Background: an optimization exercise with open tools, aiming at small area, a short achievable clock period and few clock cycles per item. Do not read the settings as production practice. The RTL was checked by simulation tests, not by an equivalence proof against the original design.

==> zinc: inputs <==
## wrapped_angle_slew_tracker
module wrapped_angle_slew_tracker
(
	input  wire logic                  clk,
	input  wire logic                  arst_n,
	input  wire logic                  cfg_valid,
	output      logic                  cfg_ready,
	input  wire logic [wast_pkg::CFG_IDX_W-1:0]  cfg_index,
	input  wire logic [wast_pkg::CFG_DATA_W-1:0] cfg_data,
	input  wire logic                  in_valid,
	output      logic                  in_ready,
	input  wire logic [wast_pkg::CMD_W-1:0]      cmd,
	input  wire logic [wast_pkg::ANGLE_W-1:0]    angle_in,
	input  wire logic [wast_pkg::TIME_W-1:0]     elapsed_time,
	output      logic                  out_valid,
	input  wire logic                  out_ready,
	output      logic [wast_pkg::ANGLE_W-1:0]    current_angle,
	output      logic [wast_pkg::ANGLE_W-1:0]    target_angle
);
clock: 11.0 ns
lec_check: 0
abc_area: 1
cap_margin: 20
core_margin: 2
core_utilization: 65
setup_slack_margin: 5
slew_margin: 20
standard.sh (not shown) runs the stock make flow with config.mk's settings and CLKGATE_MAP_FILE= SYNTH_SCRIPT=/design/flow/synth_recipe.tcl, a recipe that flattens the netlist after the stock synthesis.
==> flow/flow/run.sh <==
#!/bin/bash
# Standard layout, with one netlist clean-up between synthesis and floorplan:
# flow/faopt.py removes inverters around full adders by flipping the polarity
# of full adders (a full adder is self-dual), without changing the logic.
set -euo pipefail
R="$PWD/orfs/results/${FLOW_PLATFORM}/wrapped_angle_slew_tracker/base"
bash standard.sh synth > synth.log 2>&1
python3 flow/faopt.py "$R/1_2_yosys.v" "$R/1_2_yosys.faopt.v" > faopt.log 2>&1
grep -c "sky130_fd_sc_hd__inv" "$R/1_2_yosys.v" "$R/1_2_yosys.faopt.v" >> faopt.log 2>&1 || true
cp "$R/1_2_yosys.v" "$R/1_2_yosys.standard.v"
mv "$R/1_2_yosys.faopt.v" "$R/1_2_yosys.v"
bash standard.sh > layout.log 2>&1
Other scripts of this flow, unchanged in this note and not shown: flow/flow/faopt.py
==> lagoon (differences from zinc) <==
--- a/flow/design.v
+++ b/flow/design.v
@@ -118,22 +118,25 @@
 			c1_q  <= c0_q;
 			g1_q  <= {(gd[31:28] != '0) ? 4'hF : gd[27:24], gd[23:0]};
 			l1_q  <= (c0_q == wast_pkg::CMD_TICK) ? lim_sat : t0_q;
 			gz1_q <= (gain_q == '0) || (t0_q == '0);
 		end
 	end
 	always_comb begin
-		logic [16:0] t;
-		if (dneg_q) begin
-			t = {1'b0, goal_q} + {2'b00, dmag_q};
-			cur_c = (t >= FULL17) ? 16'(t - FULL17) : t[15:0];
-		end else begin
-			t = {1'b0, goal_q} - {2'b00, dmag_q};
-			cur_c = t[16] ? 16'(t + FULL17) : t[15:0];
-		end
+		logic signed [17:0] g, d, p, pw, q, qw;
+		g  = $signed({2'b00, goal_q});
+		d  = $signed({3'b000, dmag_q});
+		p  = g + d;
+		pw = g + d - $signed({1'b0, FULL17});
+		q  = g - d;
+		qw = g - d + $signed({1'b0, FULL17});
+		if (dneg_q)
+			cur_c = pw[17] ? p[15:0] : pw[15:0];
+		else
+			cur_c = q[17] ? qw[15:0] : q[15:0];
 	end
 	assign current_angle = cur_c;
 	assign target_angle  = goal_q;
 	logic [14:0] zmask;
 	logic [23:0] lor;
 	logic        rnd;
 	logic [43:0] q_s, q_c;
- CORE_UTILIZATION: 65 -> 58
- SETUP_SLACK_MARGIN: 5 -> 4
==> indigo (differences from zinc) <==
--- a/flow/design.v
+++ b/flow/design.v
@@ -118,22 +118,25 @@
 			c1_q  <= c0_q;
 			g1_q  <= {(gd[31:28] != '0) ? 4'hF : gd[27:24], gd[23:0]};
 			l1_q  <= (c0_q == wast_pkg::CMD_TICK) ? lim_sat : t0_q;
 			gz1_q <= (gain_q == '0) || (t0_q == '0);
 		end
 	end
 	always_comb begin
-		logic [16:0] t;
-		if (dneg_q) begin
-			t = {1'b0, goal_q} + {2'b00, dmag_q};
-			cur_c = (t >= FULL17) ? 16'(t - FULL17) : t[15:0];
-		end else begin
-			t = {1'b0, goal_q} - {2'b00, dmag_q};
-			cur_c = t[16] ? 16'(t + FULL17) : t[15:0];
-		end
+		logic signed [17:0] g, d, p, pw, q, qw;
+		g  = $signed({2'b00, goal_q});
+		d  = $signed({3'b000, dmag_q});
+		p  = g + d;
+		pw = g + d - $signed({1'b0, FULL17});
+		q  = g - d;
+		qw = g - d + $signed({1'b0, FULL17});
+		if (dneg_q)
+			cur_c = pw[17] ? p[15:0] : pw[15:0];
+		else
+			cur_c = q[17] ? qw[15:0] : q[15:0];
 	end
 	assign current_angle = cur_c;
 	assign target_angle  = goal_q;
 	logic [14:0] zmask;
 	logic [23:0] lor;
 	logic        rnd;
 	logic [43:0] q_s, q_c;
- CORE_UTILIZATION: 65 -> 58
==> comparison <==
- Die area: lagoon is larger than zinc (about 10%).
- The lowest cell count belongs to lagoon, the highest to zinc.
- The highest first-iteration DRC count belongs to zinc, the lowest to lagoon.
- The highest via count belongs to zinc, the lowest to lagoon.
- Setup slack: zinc < lagoon < indigo.
- In indigo the final area is larger than in lagoon, by 9.1%.
- Of zinc and lagoon, lagoon has the higher maximum frequency (gap 2.0%, measured against lagoon).
Testbench counts of zinc, summed over its fixed seeds: cycles 2,424, items 2,400.
Testbench counts of lagoon, summed over its fixed seeds: cycles 2,424, items 2,400.
Testbench counts of indigo, summed over its fixed seeds: cycles 2,424, items 2,400.

* * *

==> inputs of v16 <==
wrapped_angle_slew_tracker, a different RTL version from the one above (not shown whole).
export LEC_CHECK = 0
export ABC_AREA = 1
export CAP_MARGIN = 20
export CORE_MARGIN = 2
export CORE_UTILIZATION = 50
export SETUP_SLACK_MARGIN = 4
export SLEW_MARGIN = 20
create_clock -name core_clock -period 11.0 [get_ports {clk}]
run.sh (not shown) runs the stock make flow with config.mk's settings and CLKGATE_MAP_FILE= SYNTH_SCRIPT=/design/flow/synth_recipe.tcl, a recipe that flattens the netlist after the stock synthesis.
Stock flow here: none of the scripts above is used.
==> v29: changes against v16 <==
--- a/flow/design.v
+++ b/flow/design.v
@@ -43,11 +43,10 @@
 	localparam logic [16:0] HALF17 = 17'd23040;
 	logic [wast_pkg::SLEW_W-1:0]  slew_q;
 	logic [wast_pkg::GAIN_W-1:0]  gain_q;
 	logic        v0_q;
 	logic [1:0]  c0_q;
-	logic [15:0] a0_q;
 	logic [15:0] t0_q;
 	logic        s1_load;
 	logic        v1_q;
 	logic [1:0]  c1_q;
 	logic [27:0] g1_q;
@@ -111,17 +110,16 @@
 		end
 	end
 	always_ff @(posedge clk) begin
 		if (in_ready) begin
 			c0_q <= cmd;
-			a0_q <= angle_f;
-			t0_q <= elapsed_time;
+			t0_q <= (cmd == wast_pkg::CMD_TICK) ? elapsed_time : angle_f;
 		end
 		if (s1_load) begin
 			c1_q  <= c0_q;
 			g1_q  <= {(gd[31:28] != '0) ? 4'hF : gd[27:24], gd[23:0]};
-			l1_q  <= (c0_q == wast_pkg::CMD_TICK) ? lim_sat : a0_q;
+			l1_q  <= (c0_q == wast_pkg::CMD_TICK) ? lim_sat : t0_q;
 			gz1_q <= (gain_q == '0) || (t0_q == '0);
 		end
 	end
 	always_comb begin
 		logic [16:0] t;
Settings changed: CORE_UTILIZATION 50 to 65, SETUP_SLACK_MARGIN 4 to 5.
==> run notes <==
Result of the run: v16 timing/DRC/antenna clean; v29 timing/DRC/antenna clean
Final RePlAce weighted congestion: v16 0.9826; v29 1.002
Layout cell share with drive strength beyond 1: v16 8.372%; v29 13.27%
Global routing usage on met3: v16 5.837%; v29 11.60%
Area enclosed by the die boundary: v16 78600 µm²; v29 60390 µm²
Endpoint of the lowest-slack register-to-register path: v16 dmag_q[6]; v29 dmag_q[1]
Cell mode on critical path: v16 sky130_fd_sc_hd__a21oi_2; v29 sky130_fd_sc_hd__nand2_1
Number of synthesized register bits: v16 192; v29 176
Post-layout worst setup margin: v16 3572 ps; v29 4055 ps
Launching element of the worst setup path: v16 g1_q[0]; v29 g1_q[2]
Synthesized-area fraction occupied by adder cells: v16 31.94%; v29 32.11%
Die extent in x: v16 280.4 µm; v29 245.7 µm
Final HPWL DP: v16 103700 µm; v29 102400 µm
Met2 track utilization from global routing: v16 56.05%; v29 72.86%
Core utilization of the finished layout: v16 55.09%; v29 75.61%
Setup slack of the most critical reg-to-reg path: v16 3570 ps; v29 4050 ps
Via density per instance: v16 5.924; v29 6.479
Share of the cycle needed by the critical path after routing: v16 67.52%; v29 63.14%
Number of DRC violations after detailed-routing iteration 0: v16 3691; v29 5230
Clock buffers and inverters, area share: v16 1.510%; v29 1.497%
FFs w/ async S/R, synth: v16 36.98%; v29 40.34%
Number of tap cells inserted: v16 978; v29 765
Testbench counts of v16, summed over its fixed seeds: cycles 2,424, items 2,400.
Testbench counts of v29, summed over its fixed seeds: cycles 2,424, items 2,400.

-- separate check: timing with driven ports --
The results above use ideal ports. As a check the final layouts listed here were re-extracted and re-timed, cells and wires unchanged.
Step 1 assumes that a clkbuf_16 drives the clock port and a buf_2 every other input.
Step 2 times the ports against the registers' clock, not the clock port: input delays grow and output delays shrink by t, the midpoint of the rising clock arrivals with the driver on.
Three values: ideal ports, drivers, drivers and shift; two values: the first two.
run	t (ns)	setup WS [ns]	slew at the worst register clock pin (ns)	worst slew at a driven data input, ns
zinc	0.556	4.001 / 4.001 / 4.001	0.09 / 0.09	0.05
lagoon	0.571	4.143 / 4.143 / 4.143	0.09 / 0.09	0.05
indigo	0.573	4.574 / 4.574 / 4.574	0.08 / 0.08	0.04
v16	0.574	3.572 / 3.572 / 3.572	0.10 / 0.10	0.10
v29	0.559	4.055 / 4.055 / 4.055	0.09 / 0.09	0.07
After both steps every run listed still meets setup and hold.
